Context: an optimization exercise on an open-source flow, tuned for small area. The choices shown serve that exercise and are no tape-out recipe.
Function was checked by simulation only, so behaviour that the tests miss may differ from the original.
Power and IR drop assume default switching activity.

==> flow/design.v <==
module regfile_mp #(
  parameter int DATA_W   = 32,
  parameter int ADDR_W   = 6,
  parameter int ZERO_REG = 1
) (
  input  logic              clock,
  input  logic              reset_n,
  input  logic              read,
  input  logic              write,
  input  logic [ADDR_W-1:0] rs,
  input  logic [ADDR_W-1:0] rt,
  input  logic [ADDR_W-1:0] rd,
  input  logic [DATA_W-1:0] datain,
  output logic [DATA_W-1:0] rs_out,
  output logic [DATA_W-1:0] rt_out,
  output logic              busy
);
  localparam int DEPTH = 1 << ADDR_W;
  localparam int LO    = (ZERO_REG != 0) ? 1 : 0;
  localparam int NE    = DEPTH - LO;    
  logic [ADDR_W-1:0] cnt_q;
  logic              busy_q;
  always_ff @(posedge clock) begin
    if (!reset_n) begin
      cnt_q  <= '0;
      busy_q <= 1'b1;
    end else begin
      cnt_q  <= cnt_q + ADDR_W'(1);
      if (cnt_q == '1) busy_q <= 1'b0;
    end
  end
  assign busy = busy_q;
  logic [DATA_W-1:0] mem_q [LO:DEPTH-1];
  logic [DATA_W-1:0] wdata, wdata_n;
  assign wdata_n = ~(datain & {DATA_W{!busy_q}});
  for (genvar b = 0; b < DATA_W; b++) begin : g_wd
    regfile_mp_inv u_wd (.a(wdata_n[b]), .y(wdata[b]));
  end
  localparam int HB = ADDR_W / 2;
  localparam int LB = ADDR_W - HB;
  localparam int NH = 1 << HB;
  localparam int NL = 1 << LB;
  logic en, hold;
  assign en   = read && !busy_q && reset_n;
  assign hold = reset_n && !(read && !busy_q);
  logic [NH-1:0] wh, sh, th;
  logic [NL-1:0] wl, sl, tl;
  logic rs_byp, rt_byp;
  assign rs_byp = en && write && rd == rs && !(ZERO_REG != 0 && rs == '0);
  assign rt_byp = en && write && rd == rt && !(ZERO_REG != 0 && rt == '0);
  for (genvar j = 0; j < NH; j++) begin : g_ph
    assign wh[j]   = write && rd[ADDR_W-1:LB] == HB'(j);
    assign sh[j]   = en && !rs_byp && rs[ADDR_W-1:LB] == HB'(j);
    assign th[j]   = en && !rt_byp && rt[ADDR_W-1:LB] == HB'(j);
  end
  for (genvar k = 0; k < NL; k++) begin : g_pl
    assign wl[k]   = rd[LB-1:0] == LB'(k);
    assign sl[k]   = rs[LB-1:0] == LB'(k);
    assign tl[k]   = rt[LB-1:0] == LB'(k);
  end
  logic [NE-1:0] rs_sel, rt_sel;
  for (genvar i = LO; i < DEPTH; i++) begin : g_row
    localparam int J = i >> LB;
    localparam int K = i & (NL - 1);
    logic nwe, we, ns, nt;
    regfile_mp_aoi21 u_nwe  (.a0(wh[J]), .a1(wl[K]), .b(busy_q), .y(nwe));
    regfile_mp_inv   u_we   (.a(nwe), .y(we));
    regfile_mp_nand2 u_ns   (.a(sh[J]), .b(sl[K]), .y(ns));
    regfile_mp_inv   u_s    (.a(ns), .y(rs_sel[i-LO]));
    regfile_mp_nand2 u_nt   (.a(th[J]), .b(tl[K]), .y(nt));
    regfile_mp_inv   u_t    (.a(nt), .y(rt_sel[i-LO]));
    always_ff @(posedge clock) begin
      if (we) mem_q[i] <= wdata;
    end
  end
  logic [NE-1:0][DATA_W-1:0] ent;
  for (genvar i = LO; i < DEPTH; i++) begin : g_ent
    assign ent[i-LO] = mem_q[i];
  end
  logic [DATA_W-1:0] rs_d, rt_d;
  regfile_mp_rdmux #(.NE(NE), .W(DATA_W)) u_rs (
    .sel(rs_sel), .ent(ent), .byp(rs_byp), .din(datain), .hold(hold), .q(rs_out), .d(rs_d)
  );
  regfile_mp_rdmux #(.NE(NE), .W(DATA_W)) u_rt (
    .sel(rt_sel), .ent(ent), .byp(rt_byp), .din(datain), .hold(hold), .q(rt_out), .d(rt_d)
  );
  always_ff @(posedge clock) begin
    rs_out <= rs_d;
    rt_out <= rt_d;
  end
endmodule
module regfile_mp_rdmux #(
  parameter int NE = 63,
  parameter int W  = 32
) (
  input  logic [NE-1:0]        sel,
  input  logic [NE-1:0][W-1:0] ent,
  input  logic                 byp,
  input  logic [W-1:0]         din,
  input  logic                 hold,
  input  logic [W-1:0]         q,
  output logic [W-1:0]         d
);
  localparam int NT = NE + 2;
  logic [NT-1:0] s;
  assign s = {hold, byp, sel};
  for (genvar b = 0; b < W; b++) begin : g_bit
    logic [NT-1:0] t;
    for (genvar i = 0; i < NE; i++) begin : g_t
      assign t[i] = ent[i][b];
    end
    assign t[NE]   = din[b];
    assign t[NE+1] = q[b];
    regfile_mp_orsel #(.N(NT)) u_or (.s(s), .t(t), .y(d[b]));
  end
endmodule
module regfile_mp_orsel #(
  parameter int N = 65
) (
  input  logic [N-1:0] s,
  input  logic [N-1:0] t,
  output logic         y
);
  localparam int NG = (N + 2) / 3;         
  localparam int NF = (NG + 3) / 4;        
  localparam int NH = (NF + 2) / 3;        
  logic [NG-1:0] p;
  logic [NF-1:0] f;
  logic [NH-1:0] h;
  for (genvar g = 0; g < NG; g++) begin : g_grp
    if (3 * g + 2 < N) begin : g_3
      regfile_mp_aoi222 u (.a0(s[3*g]), .b0(t[3*g]), .a1(s[3*g+1]), .b1(t[3*g+1]),
                           .a2(s[3*g+2]), .b2(t[3*g+2]), .y(p[g]));
    end else if (3 * g + 1 < N) begin : g_2
      regfile_mp_aoi22 u (.a0(s[3*g]), .b0(t[3*g]), .a1(s[3*g+1]), .b1(t[3*g+1]), .y(p[g]));
    end else begin : g_1
      regfile_mp_nand2 u (.a(s[3*g]), .b(t[3*g]), .y(p[g]));
    end
  end
  for (genvar k = 0; k < NF; k++) begin : g_f
    localparam int A = (k * NG) / NF;
    localparam int B = ((k + 1) * NG) / NF;
    if (B - A == 4) begin : g_4
      regfile_mp_nand4 u (.a(p[A]), .b(p[A+1]), .c(p[A+2]), .d(p[A+3]), .y(f[k]));
    end else if (B - A == 3) begin : g_3
      regfile_mp_nand3 u (.a(p[A]), .b(p[A+1]), .c(p[A+2]), .y(f[k]));
    end else if (B - A == 2) begin : g_2
      regfile_mp_nand2 u (.a(p[A]), .b(p[A+1]), .y(f[k]));
    end else begin : g_1
      regfile_mp_inv u (.a(p[A]), .y(f[k]));
    end
  end
  for (genvar k = 0; k < NH; k++) begin : g_h
    localparam int A = (k * NF) / NH;
    localparam int B = ((k + 1) * NF) / NH;
    if (B - A == 3) begin : g_3
      regfile_mp_nor3 u (.a(f[A]), .b(f[A+1]), .c(f[A+2]), .y(h[k]));
    end else if (B - A == 2) begin : g_2
      regfile_mp_nor2 u (.a(f[A]), .b(f[A+1]), .y(h[k]));
    end else begin : g_1
      regfile_mp_inv u (.a(f[A]), .y(h[k]));
    end
  end
  assign y = ~&h;
endmodule
module regfile_mp_aoi222 (
  input  logic a0, b0, a1, b1, a2, b2,
  output logic y
);
  assign y = ~((a0 & b0) | (a1 & b1) | (a2 & b2));
endmodule
module regfile_mp_aoi22 (
  input  logic a0, b0, a1, b1,
  output logic y
);
  assign y = ~((a0 & b0) | (a1 & b1));
endmodule
module regfile_mp_nand4 (
  input  logic a, b, c, d,
  output logic y
);
  assign y = ~(a & b & c & d);
endmodule
module regfile_mp_nand3 (
  input  logic a, b, c,
  output logic y
);
  assign y = ~(a & b & c);
endmodule
module regfile_mp_nand2 (
  input  logic a, b,
  output logic y
);
  assign y = ~(a & b);
endmodule
module regfile_mp_aoi21 (
  input  logic a0, a1, b,
  output logic y
);
  assign y = ~((a0 & a1) | b);
endmodule
module regfile_mp_nor3 (
  input  logic a, b, c,
  output logic y
);
  assign y = ~(a | b | c);
endmodule
module regfile_mp_nor2 (
  input  logic a, b,
  output logic y
);
  assign y = ~(a | b);
endmodule
module regfile_mp_inv (
  input  logic a,
  output logic y
);
  assign y = ~a;
endmodule
==> flow/flow/run.sh <==
#!/bin/bash
# Own layout flow: the standard ORFS flow (standard.sh, unchanged
# synthesis and floorplan) with three changes:
#  - before each global placement the register-file flip-flops are placed as
#    a regular array and fixed (array_place.tcl), and released afterwards
#    (array_release.tcl), so rows and columns of the file get short nets;
#  - port buffers use sky130_fd_sc_hd__buf_1;
#  - clock tree synthesis does not insert dummy loads.
# Each step's full output goes to the ORFS logs under orfs/logs/; make's own
# output goes to flow_make.log here.
set -euo pipefail
here=$(pwd)
export PRE_GLOBAL_PLACE_SKIP_IO_TCL=$here/flow/array_place.tcl
export PRE_GLOBAL_PLACE_TCL=$here/flow/array_place.tcl
export POST_GLOBAL_PLACE_TCL=$here/flow/array_release.tcl
export BUFFER_PORTS_ARGS="-buffer_cell sky130_fd_sc_hd__buf_1"
export CTS_ARGS="-sink_clustering_enable -repair_clock_nets -dont_use_dummy_load -sink_clustering_size 18 -sink_clustering_max_diameter 45 -buf_list sky130_fd_sc_hd__clkbuf_8"
bash standard.sh > flow_make.log 2>&1
==> flow/flow/array_place.tcl <==
# Places the register-file flip-flops as a regular array before global
# placement and fixes them there; global placement then places the rest of
# the logic around them. Entry r (1..63) takes two placement rows, bits 0-15
# in the first and 16-31 in the second, bit b in column b mod 16, so the
# per-entry select and write-enable nets run along rows and the per-bit data
# nets run along columns. The read-port output registers take four rows in
# the middle of the array, in the same columns.

set block [ord::get_db_block]
set core  [$block getCoreArea]
set cx0   [$core xMin]
set cx1   [$core xMax]

# Rows, bottom to top.
set rows {}
foreach r [$block getRows] {
  lappend rows [list [lindex [$r getOrigin] 1] $r]
}
set rows [lsort -integer -index 0 $rows]
set nrows [llength $rows]

# Occupied intervals per row (fixed cells such as tap cells), keyed by row y.
array set occ {}
foreach inst [$block getInsts] {
  if {[$inst getPlacementStatus] eq "LOCKED"} {
    set bb [$inst getBBox]
    lappend occ([$bb yMin]) [list [$bb xMin] [$bb xMax]]
  }
}

set ncol 16
set colw [expr {double($cx1 - $cx0) / $ncol}]

# Logical flop rows: entries 1..31, output rows, entries 32..63.
set lrows {}
for {set e 1} {$e <= 31} {incr e} { lappend lrows [list mem $e 0] [list mem $e 1] }
lappend lrows [list rs_out 0 0] [list rs_out 0 1] [list rt_out 0 0] [list rt_out 0 1]
for {set e 32} {$e <= 63} {incr e} { lappend lrows [list mem $e 0] [list mem $e 1] }
set nl [llength $lrows]

# Instances by name.
proc find_inst {block name} {
  return [$block findInst $name]
}

proc free_x {rowy x w site} {
  # nearest site-aligned x with [x, x+w) free in the row, searching outwards
  global occ
  set ivs {}
  if {[info exists occ($rowy)]} { set ivs $occ($rowy) }
  for {set k 0} {$k < 400} {incr k} {
    foreach cand [list [expr {$x + $k * $site}] [expr {$x - $k * $site}]] {
      set ok 1
      foreach iv $ivs {
        if {$cand < [lindex $iv 1] && [lindex $iv 0] < $cand + $w} { set ok 0; break }
      }
      if {$ok} { return $cand }
    }
  }
  return $x
}

set placed 0
for {set i 0} {$i < $nl} {incr i} {
  lassign [lindex $lrows $i] kind e half
  set ri [expr {int(($i + 0.5) * $nrows / $nl)}]
  lassign [lindex $rows $ri] rowy row
  set site [[$row getSite] getWidth]
  set rx0 [lindex [$row getOrigin] 0]
  set rx1 [expr {$rx0 + [$row getSiteCount] * $site}]
  for {set c 0} {$c < $ncol} {incr c} {
    set b [expr {$c + $half * $ncol}]
    if {$kind eq "mem"} {
      set name "mem_q\\\[$e\\\]\\\[$b\\\]\$_DFFE_PP_"
    } else {
      set name "$kind\\\[$b\\\]\$_DFF_P_"
    }
    set inst [$block findInst $name]
    if {$inst eq "NULL"} { puts "array_place: no instance $name"; continue }
    set w [[$inst getMaster] getWidth]
    set xc [expr {$cx0 + ($c + 0.5) * $colw}]
    set x  [expr {$rx0 + int(round(($xc - $w / 2.0 - $rx0) / $site)) * $site}]
    if {$x < $rx0} { set x $rx0 }
    if {$x + $w > $rx1} { set x [expr {$rx1 - $w}] }
    set x [free_x $rowy $x $w $site]
    $inst setPlacementStatus PLACED
    $inst setOrient [$row getOrient]
    $inst setLocation $x $rowy
    $inst setPlacementStatus FIRM
    lappend occ($rowy) [list $x [expr {$x + $w}]]
    incr placed
  }
}
puts "array_place: fixed $placed flip-flops in $nl of $nrows rows"

# The inverters that end each entry's decoder drive a whole row of the
# array (32 cells); size them for it here, so that repair does not buffer
# those nets instead; likewise the inverters that drive each column's write
# data (63 entries). The small gates of the read trees and of the decoders
# that drive one or a few nearby loads need no more than the smallest size.
set db [ord::get_db]
set inv2 [$db findMaster sky130_fd_sc_hd__inv_2]
set inv4 [$db findMaster sky130_fd_sc_hd__inv_4]
foreach {big sm} {a22oi_2 a22oi_1 nor3_2 nor3_1 a21oi_2 a21oi_1} {
  set small(sky130_fd_sc_hd__$big) [$db findMaster sky130_fd_sc_hd__$sm]
}
set nsz 0
set nds 0
set nwd 0
foreach inst [$block getInsts] {
  set m [[$inst getMaster] getName]
  if {[info exists small($m)]} {
    # gates of the read trees and decoders that drive a single nearby load
    set ot [$inst findITerm Y]
    if {$ot ne "NULL" && [$ot getNet] ne "NULL" && [llength [[$ot getNet] getITerms]] <= 4} {
      $inst swapMaster $small($m)
      incr nds
      continue
    }
  }
  if {![regexp {__(clk)?inv_[0-9]+$} $m]} continue
  set it [$inst findITerm A]
  if {$it eq "NULL"} continue
  set in [$it getNet]
  if {$in eq "NULL"} continue
  if {[regexp {g_row\\?\[[0-9]+\\?\]\.(nwe|ns|nt)$} [$in getName]]} {
    if {$m ne "sky130_fd_sc_hd__inv_2"} {
      $inst swapMaster $inv2
    }
    incr nsz
    continue
  }
  set ot [$inst findITerm Y]
  if {$ot eq "NULL"} continue
  set on [$ot getNet]
  if {$on eq "NULL"} continue
  if {[regexp {^(wdata|g_wd\\?\[[0-9]+\\?\]\.u_wd\.y)} [$on getName]]} {
    if {$m ne "sky130_fd_sc_hd__inv_4"} {
      $inst swapMaster $inv4
    }
    incr nwd
  }
}
puts "array_place: $nsz row drivers set to inv_2, $nwd data drivers set to inv_4, $nds small gates set to size 1"
==> flow/flow/array_release.tcl <==
# Releases the flip-flops that array_place.tcl fixed, so that later steps
# may legalise them like any other cell.
set n 0
foreach inst [[ord::get_db_block] getInsts] {
  if {[$inst getPlacementStatus] eq "FIRM"} {
    $inst setPlacementStatus PLACED
    incr n
  }
}
puts "array_release: released $n instances"
==> flow/standard.sh <==
#!/bin/bash
# synth_recipe.tcl (not shown) runs the flow's synth.tcl, then flattens the netlist and writes it again
# the make line also repeats each setting of config.mk as NAME=value (left out here)
make -C /OpenROAD-flow-scripts/flow DESIGN_CONFIG=/design/flow/config.mk WORK_HOME=/design/flow/orfs CLKGATE_MAP_FILE= SYNTH_SCRIPT=/design/flow/synth_recipe.tcl "${@:-finish}"
==> flow/config.mk <==
export PLATFORM = sky130hd
export DESIGN_NAME = regfile_mp
export DESIGN_NICKNAME = regfile_mp
export VERILOG_FILES = /design/flow/design.v
export SDC_FILE = /design/flow/constraint.sdc
export NUM_CORES = 4
export LEC_CHECK = 0
export CAP_MARGIN = 20
export CORE_MARGIN = 2
export CORE_UTILIZATION = 60
export SLEW_MARGIN = 20
export SYNTH_HIERARCHICAL = 1
export SYNTH_MINIMUM_KEEP_SIZE = 0
==> flow/constraint.sdc <==
create_clock -name core_clock -period 5.0 [get_ports {clock}]
set_input_delay 1.0000 -clock core_clock [delete_from_list [all_inputs] [get_ports {clock}]]
set_output_delay 1.0000 -clock core_clock [all_outputs]
set_load 0.01 [all_outputs]
==> results of run 1 <==
## per-layer routing
metal	up-vias	part of all wire, %
met1	27400	34
met2	5480	43
met3	819	16
li1	22900	-
met4	38	6.6
met5	-	0.093
## through the flow
stage / power (mW) / util [%]
floorplan: 19.3 / -
global placement: 19.4 / 61.6
detailed placement: 19.4 / 61.6
CTS: 27.3 / 63.5
global route: 27.9 / 63.5
finish: 27.2 / 63.5
## power groups by stage
stage / sequential (mW) / clock [mW] / combinational [mW]
global placement: 19.2 / 0 / 0.129
finish: 18.8 / 8.21 / 0.144
CTS: 18.8 / 8.33 / 0.133
detailed placement: 19.2 / 0 / 0.133
floorplan: 19.2 / 0 / 0.0733
global route: 18.8 / 8.93 / 0.146
## worst register-to-register path: cells and delay by family, from the launching register on
kind | cells | cell delay, ns
buf+inv | 3 | 1.22
simple gates | 7 | 1.79
flops | 1 | 0.33
compound gates | 1 | 0.31
## cell usage after synthesis
library cell,count
or3_1,2
nor2b_1,2
nor3b_1,9
nor4_1,14
edfxtp_1,2016
nor2_1,14
or4_1,1
and3_1,4
xnor2_1,7
dfxtp_1,71
clkinv_1,1
buf_4,8
nand2_1,235
nand2b_1,7
and3_2,1
o21ai_0,1
and3b_2,2
nor3_4,2
nand4_1,257
nor3_1,7
a222oi_1,1344
nor3_2,128
clkbuf_1,4
a211oi_1,1
a22oi_2,64
inv_1,223
and4_2,1
and2_1,4
a21boi_0,1
buf_6,5
nand3_1,132
and4b_1,1
ha_1,1
a21oi_2,63
and3b_1,3
xor2_1,9
## cell families (layout without fill, tap and decap cells)
group,after synthesis,in the layout
xor gates and xnor gates,16,16
adders and majority gates,1,1
and+or+nand+nor,826,826
DFF,2087,2087
buffers and inverters,241,565
other,0,10
AOI/OAI and AO/OA,1474,1474
## sequential cells by signal, summed over array words and instances, names as in the netlist
signal and cells:
cnt_q 6, rt_out 32, mem_q 2016, busy_q 1
rs_out 32
## worst max path at each step
stage | slack (ns) | to
floorplan | 0.50 | rs_out[0]
global placement | 0.24 | rt_out[27]
detailed placement | 0.24 | rt_out[14]
CTS | 1.20 | rt_out[0]
global route | 0.93 | rt_out[6]
finish | 0.96 | rt_out[6]
## cell type report
class | count | area share [%]
antenna | 10 | 0.0287
inverter | 224 | 1.06
clock buffer | 184 | 2.90
timing repair buffer | 157 | 0.915
multi-input combinational | 2317 | 21.5
tap | 1794 | 2.57
sequential | 2087 | 71.0
## per-module statistics from Yosys, one instance, submodules excluded, excerpt
module             cells inside  flops+latches  cell area [um^2]
regfile_mp                 2251           2087             62900
regfile_mp_aoi21              1              0              8.76
regfile_mp_aoi22              1              0              12.5
regfile_mp_aoi222             1              0              10.0
regfile_mp_inv                1              0              3.75
regfile_mp_nand2              1              0              3.75
regfile_mp_nand3              1              0              5.00
regfile_mp_nand4              1              0              6.26
regfile_mp_nor3               1              0              10.0
==> flow_summary.json, run 1 <==
{
  "drc_errors": 0,
  "clock_tree.buffer_depth": 3,
  "ys_seq_area_share_pct": 74.8,
  "initial_core_util_pct": 60.3,
  "clock_skew_ns": 0.0707,
  "synthDistinctLibCells": 36,
  "clockRootBuffer": "clkbuf_8",
  "vias_per_cell": 8.36,
  "p_per_area_nw_per_um2": 312,
  "grt.met1_usage_pct": 48.6,
  "yosysWarnings": 8,
  "slew_headroom_pct": 18.2,
  "switching_share_pct": 18.6,
  "insertion_delay_ns": 0.96,
  "internal_power_mw": 22.1,
  "post-cts-setup-buffer-count": 0,
  "yosys.area_share.adder_pct": 0.0151,
  "final_area_um2": 87200,
  "worstPathArrival_ns": 4.82,
  "syn_avg_cell_area_um2": 17.8,
  "grt_max_degree": 66,
  "clkPwrFrac_pct": 30.2,
  "cap_viol_max_count": 0,
  "r2r_end": "rs_out[5]",
  "cts_made_buffers": 184,
  "grt_pass1_vias": 51800,
  "core_um2": 137000,
  "antenna_found_initial": 31,
  "grtUsageMet3_pct": 8.86,
  "most-common-layout-cells": "2016 x edfxtp_1, 1344 x a222oi_1, 257 x nand4_1",
  "cp_common_cell": "nand2_1",
  "rsz0062_at_grt": "false",
  "cts_sinks": 2087,
  "finalSetupTns_ns": 0,
  "instances_no_fill": 6773,
  "setup_ws_ns": 0.960,
  "grt_overflow": 0,
  "hold_path_end": "busy_q",
  "synth_top_family_by_area": "compound AO/OA/AOI/OAI gates",
  "slew_violations": 0,
  "dieArea_um2": 141000,
  "netlist_area_um2": 82800,
  "grt_pass1_wl_um": 357000,
  "post-place-ws_ns": 0.242,
  "die_w_um": 376,
  "finalCritPeriodShare_pct": 80.8,
  "placed_cells": 6579,
  "path_cells": "buf_1 > xor2_1 > nor4_1 > and3_1 > nor2_1 > nand2_1 > inv_2 > a222oi_1 > nand3_1 > nor3_1 > nand2_1",
  "htree_levels": 4,
  "path_class": "in2reg",
  "path_clk_slew_ns": 0.08,
  "min_from": "reset_n",
  "post-synth-top-area-fraction_pct": 73.1,
  "yosysTopAreaCell": "edfxtp_1",
  "timing.critical_path.from": "rd[1]",
  "rr_worst_depth": 11,
  "synth-seq-cells": 2087,
  "area.growth.synth_to_final_pct": 5.31,
  "postCtsHoldBufs": 0,
  "synth-compound-area-share_pct": 17.9,
  "leakage_nw": 32.5,
  "syn_nets": 4700,
  "drt-initial-drc-count": 16600,
  "num-nets-final": 5026,
  "routedWlPerCell_um": 38.1,
  "slowest_stage": "nor3_1",
  "worst_pin_slew_ns": 1.23,
  "whs_ns": 0.476,
  "cts_tree": "done",
  "r2r_slack_ns": 1.29,
  "routed_wl_um": 258000,
  "numPortBuffers": 118,
  "endpoint_kind": "register",
  "hp-class": "in2reg",
  "die-height_um": 376,
  "nFillCells": 9522,
  "ant_nets": 0,
  "setup_viol": 0,
  "grt_usage_pct": 35.6,
  "cpPeakStageDelay_ns": 0.69,
  "core.rowCount": 136,
  "hold_violations": 0,
  "period_minus_slack_ns": 4.04,
  "synthCells": 4645,
  "vdd_drop_max_mv": 0.223,
  "multi_input_area_um2": 18700,
  "cp_max_fo": 32,
  "dp_hpwl_um": 189000,
  "synth.area.mux_share_pct": 0,
  "regToRegStartpoint": "busy_q",
  "drive_above_1_share_pct": 9.22,
  "num_io_pins": 119,
  "vias": 56600,
  "hold_depth": 3,
  "cp.required_ns": 5.78,
  "path_buf_inv": 2,
  "dr.pass1.iters": 13,
  "startpoint_type": "primary input",
  "grtUsageMet2_pct": 53.6,
  "max_freq_mhz": 248,
  "dpl_cell_area_um2": 84700,
  "seqCellArea_um2": 62000,
  "synthSimpleGateAreaFrac_pct": 5.93,
  "post_cts_resized": 0,
  "synth_xor_area_share_pct": 0.169,
  "pwr-share-comb_pct": 0.5,
  "status": "complete, no violations",
  "final_common_cell": "edfxtp_1",
  "crit_family": "simple AND/OR/NAND/NOR gates",
  "ys_top_cells_by_area": "edfxtp_1 73%, a222oi_1 16%, nand4_1 1.9%, dfxtp_1 1.7%, nor3_2 1.5%",
  "cp.depth": 11,
  "seqPwrFrac_pct": 69.3,
  "power_switching_mw": 5.06,
  "grt-busiest-layer": "met2"
}
==> run 2, diff against run 1 <==
--- a/flow/config.mk
+++ b/flow/config.mk
@@ -7,7 +7,7 @@
 export LEC_CHECK = 0
 export CAP_MARGIN = 20
 export CORE_MARGIN = 2
-export CORE_UTILIZATION = 60
+export CORE_UTILIZATION = 65
 export SLEW_MARGIN = 20
 export SYNTH_HIERARCHICAL = 1
 export SYNTH_MINIMUM_KEEP_SIZE = 0
==> flow_summary.json, run 2 <==
{
  "crit_family": "simple AND/OR/NAND/NOR gates",
  "placed_cells": 6713,
  "core_um2": 126000,
  "grt_pass1_vias": 54800,
  "cp_common_cell": "buf_4",
  "post_cts_resized": 0,
  "max_flop_register": "mem_q",
  "netlist_area_um2": 82800,
  "synth-seq-cells": 2087,
  "startpoint_type": "primary input",
  "synth_xor_area_share_pct": 0.169,
  "synth_edf_count": 2016,
  "grt_overflow": 0,
  "largest_register_ffs": 2016,
  "slowest_stage": "nor3_1",
  "ant_nets": 0,
  "slew_headroom_pct": 21.2,
  "insertion_delay_ns": 0.96,
  "power_mw": 27.2,
  "rsz0062_at_grt": "false",
  "vias": 59100,
  "synthCells": 4645,
  "clock_tree.buffer_depth": 3,
  "numPortBuffers": 118,
  "area.growth.synth_to_final_pct": 9.55,
  "cts_tree": "done",
  "path_clk_slew_ns": 0.08,
  "finalCritPeriodShare_pct": 82.3,
  "grt_usage_pct": 39.1,
  "path_buf_inv": 7,
  "yosysTopAreaCell": "edfxtp_1",
  "drt-initial-drc-count": 17900,
  "dpl_cell_area_um2": 88200,
  "routedWlPerCell_um": 37.5,
  "worst_pin_slew_ns": 1.17,
  "vdd_drop_max_mv": 0.305,
  "ys_seq_area_share_pct": 74.8,
  "cp_max_fo": 14,
  "die_w_um": 361,
  "endpoint_kind": "register",
  "drive_above_1_share_pct": 14.0,
  "worstPathArrival_ns": 4.93,
  "setup_viol": 0,
  "cts_made_buffers": 180,
  "dp_hpwl_um": 190000,
  "p_per_area_nw_per_um2": 299,
  "drc_errors": 0,
  "core.rowCount": 130,
  "num_io_pins": 119,
  "reg_top3": "mem_q x2016, rs_out x32, rt_out x32",
  "yosys.area_share.adder_pct": 0.0151,
  "synthSimpleGateAreaFrac_pct": 5.93,
  "syn_nets": 4700,
  "path_class": "in2reg",
  "cpPeakStageDelay_ns": 0.67,
  "dieArea_um2": 130000,
  "cts_sinks": 2087,
  "hold_violations": 0,
  "final_area_um2": 90700,
  "clockRootBuffer": "clkbuf_8",
  "antenna_found_initial": 21,
  "status": "complete, no violations",
  "synth-compound-area-share_pct": 17.9,
  "routed_wl_um": 259000,
  "ys_top_cells_by_area": "edfxtp_1 73%, a222oi_1 16%, nand4_1 1.9%, dfxtp_1 1.7%, nor3_2 1.5%",
  "post-synth-top-area-fraction_pct": 73.1,
  "die-height_um": 361,
  "cp.required_ns": 5.82,
  "finalSetupTns_ns": 0,
  "r2r_slack_ns": 1.35,
  "clock_skew_ns": 0.0626,
  "post-cts-setup-buffer-count": 0,
  "final_common_cell": "edfxtp_1",
  "dr.pass1.iters": 14,
  "yosysMostFrequentCell": "edfxtp_1",
  "cap_viol_max_count": 0,
  "path_cells": "buf_1 > xor2_1 > buf_4 > nor4_1 > and3_1 > buf_4 > nor4_1 > buf_4 > nand2_1 > inv_2 > buf_12 > a222oi_1 > nand4_1 > nor3_1 > buf_4 > nand2_1",
  "initial_core_util_pct": 65.7,
  "leakage_nw": 34.2,
  "synthFlopType": "edfxtp_1",
  "vias_per_cell": 8.56,
  "synthDistinctLibCells": 36,
  "slew_violations": 0,
  "instances_no_fill": 6899,
  "postCtsHoldBufs": 0,
  "most-common-layout-cells": "2016 x edfxtp_1, 1344 x a222oi_1, 257 x nand4_1",
  "num-nets-final": 5300,
  "grt_pass1_wl_um": 366000,
  "period_minus_slack_ns": 4.11,
  "async_reset_ff_share_pct": 0,
  "syn_avg_cell_area_um2": 17.8,
  "synth.area.mux_share_pct": 0,
  "synth_commonest_cells": "2016 x edfxtp_1, 1344 x a222oi_1, 257 x nand4_1",
  "synth_top_family_by_area": "compound AO/OA/AOI/OAI gates",
  "yosysWarnings": 8,
  "hp-class": "in2reg",
  "htree_levels": 4,
  "max_freq_mhz": 243,
  "grt_max_degree": 66
}
-- run 2: cell counts after synthesis --
No cell type changed its count.
-- run 2: final timing paths --
kind,start,endpoint,depth (start not counted)
setup / recovery,rd[1],rt_out[21],16
hold reg to reg,cnt_q[0],cnt_q[0],1
hold / removal,reset_n,busy_q,3
setup reg to reg,busy_q,rs_out[31],10
-- run 2: cell families after synthesis --
| family | count (synthesis) |
|---|---|
| buffers and inverters | 241 |
| adders and majority gates | 1 |
| and+or+nand+nor | 826 |
| AOI/OAI and AO/OA | 1474 |
| xor gates and xnor gates | 16 |
| DFF | 2087 |
-- run 2: power by group --
part           leakage, nW  internal (mW)  switching (mW)  total, mW
logic                 7.45         0.0416           0.136      0.177
clock network         1.29           3.20            4.95       8.14
registers             25.5           18.8         0.00166       18.8
total                 34.2           22.1            5.09       27.2
-- run 2: Yosys stat by module (local to each module, per instance), a selection --
module / copies in the design / flops+latches / cells / area, um^2
regfile_mp: 1 / 2087 / 2251 / 62900
regfile_mp_aoi21: 63 / 0 / 1 / 8.76
regfile_mp_aoi22: 64 / 0 / 1 / 12.5
regfile_mp_aoi222: 1344 / 0 / 1 / 10.0
regfile_mp_inv: 221 / 0 / 1 / 3.75
regfile_mp_nand2: 126 / 0 / 1 / 3.75
regfile_mp_nand3: 128 / 0 / 1 / 5.00
regfile_mp_nand4: 256 / 0 / 1 / 6.26
-- run 2: layout make-up --
| type | instances | area [um^2] |
|---|---|---|
| inverters | 224 | 921 |
| clock buffers | 180 | 2480 |
| multi-input cells | 2317 | 18700 |
| diodes | 6 | 15.0 |
| fillers | 7656 | 35300 |
| well taps | 1650 | 2060 |
| repair buffers | 435 | 4540 |
| flip-flops and latches | 2087 | 62000 |
-- run 2: through the flow --
stage | worst slack [ns] | utilization (%) | hold slack (ns)
after floorplan | 0.495 | - | 0.421
after global placement | 0.313 | 70.0 | 0.453
after detailed placement | 0.167 | 70.0 | 0.447
after CTS | 1.13 | 72.0 | 0.361
after global routing | 0.834 | 72.0 | 0.418
final | 0.887 | 72.0 | 0.423
-- run 2: worst register-to-register path, stage by stage, from the launching register on --
cell	delay, ns
dfxtp_2	0.33
clkinv_1	0.05
buf_4	0.48
and3_1	0.42
nand3_1	0.17
nor4_4	0.72
buf_4	0.52
a22oi_1	0.38
nand4_1	0.32
nor3_1	0.14
nand2_1	0.07
-- run 2: routing by layer --
metal	global-route usage (%)	vias to the layer above	routed length (um)
li1	-	23400	-
met1	54.8	28300	84800
met2	57.6	6382	110000
met3	9.25	971	45800
met4	20.8	26	17700
met5	0	-	167

==> afterwards: timing with drivers on the ports <==
The flow's constraints put no driver on any port. The routed layouts listed below were extracted and timed again, unchanged, in two steps.
Step 1: set_driving_cell puts a clkbuf_16 on clock and a buf_2 on each other input, an assumption about the parent block.
Step 2, shift: input delay + t, output delay - t, t = (earliest + latest rising clock arrival at the registers) / 2. This alone moves slack from input paths to output paths.
a / b / c = ideal / step 1 / step 2; a / b = the first two.
run | shift t [ns] | setup slack, ns | worst setup path after step 2
run 1 | 0.990 | 0.960 / 0.914 / -0.076 | input to register
run 2 | 1.005 | 0.887 / 0.887 / -0.118 | input to register
Met with ideal ports but missed after step 2: setup timing in run 1 and run 2. The setup slack of run 1, which loses most, moves by -0.046 ns with the drivers and by -1.036 ns with both steps.
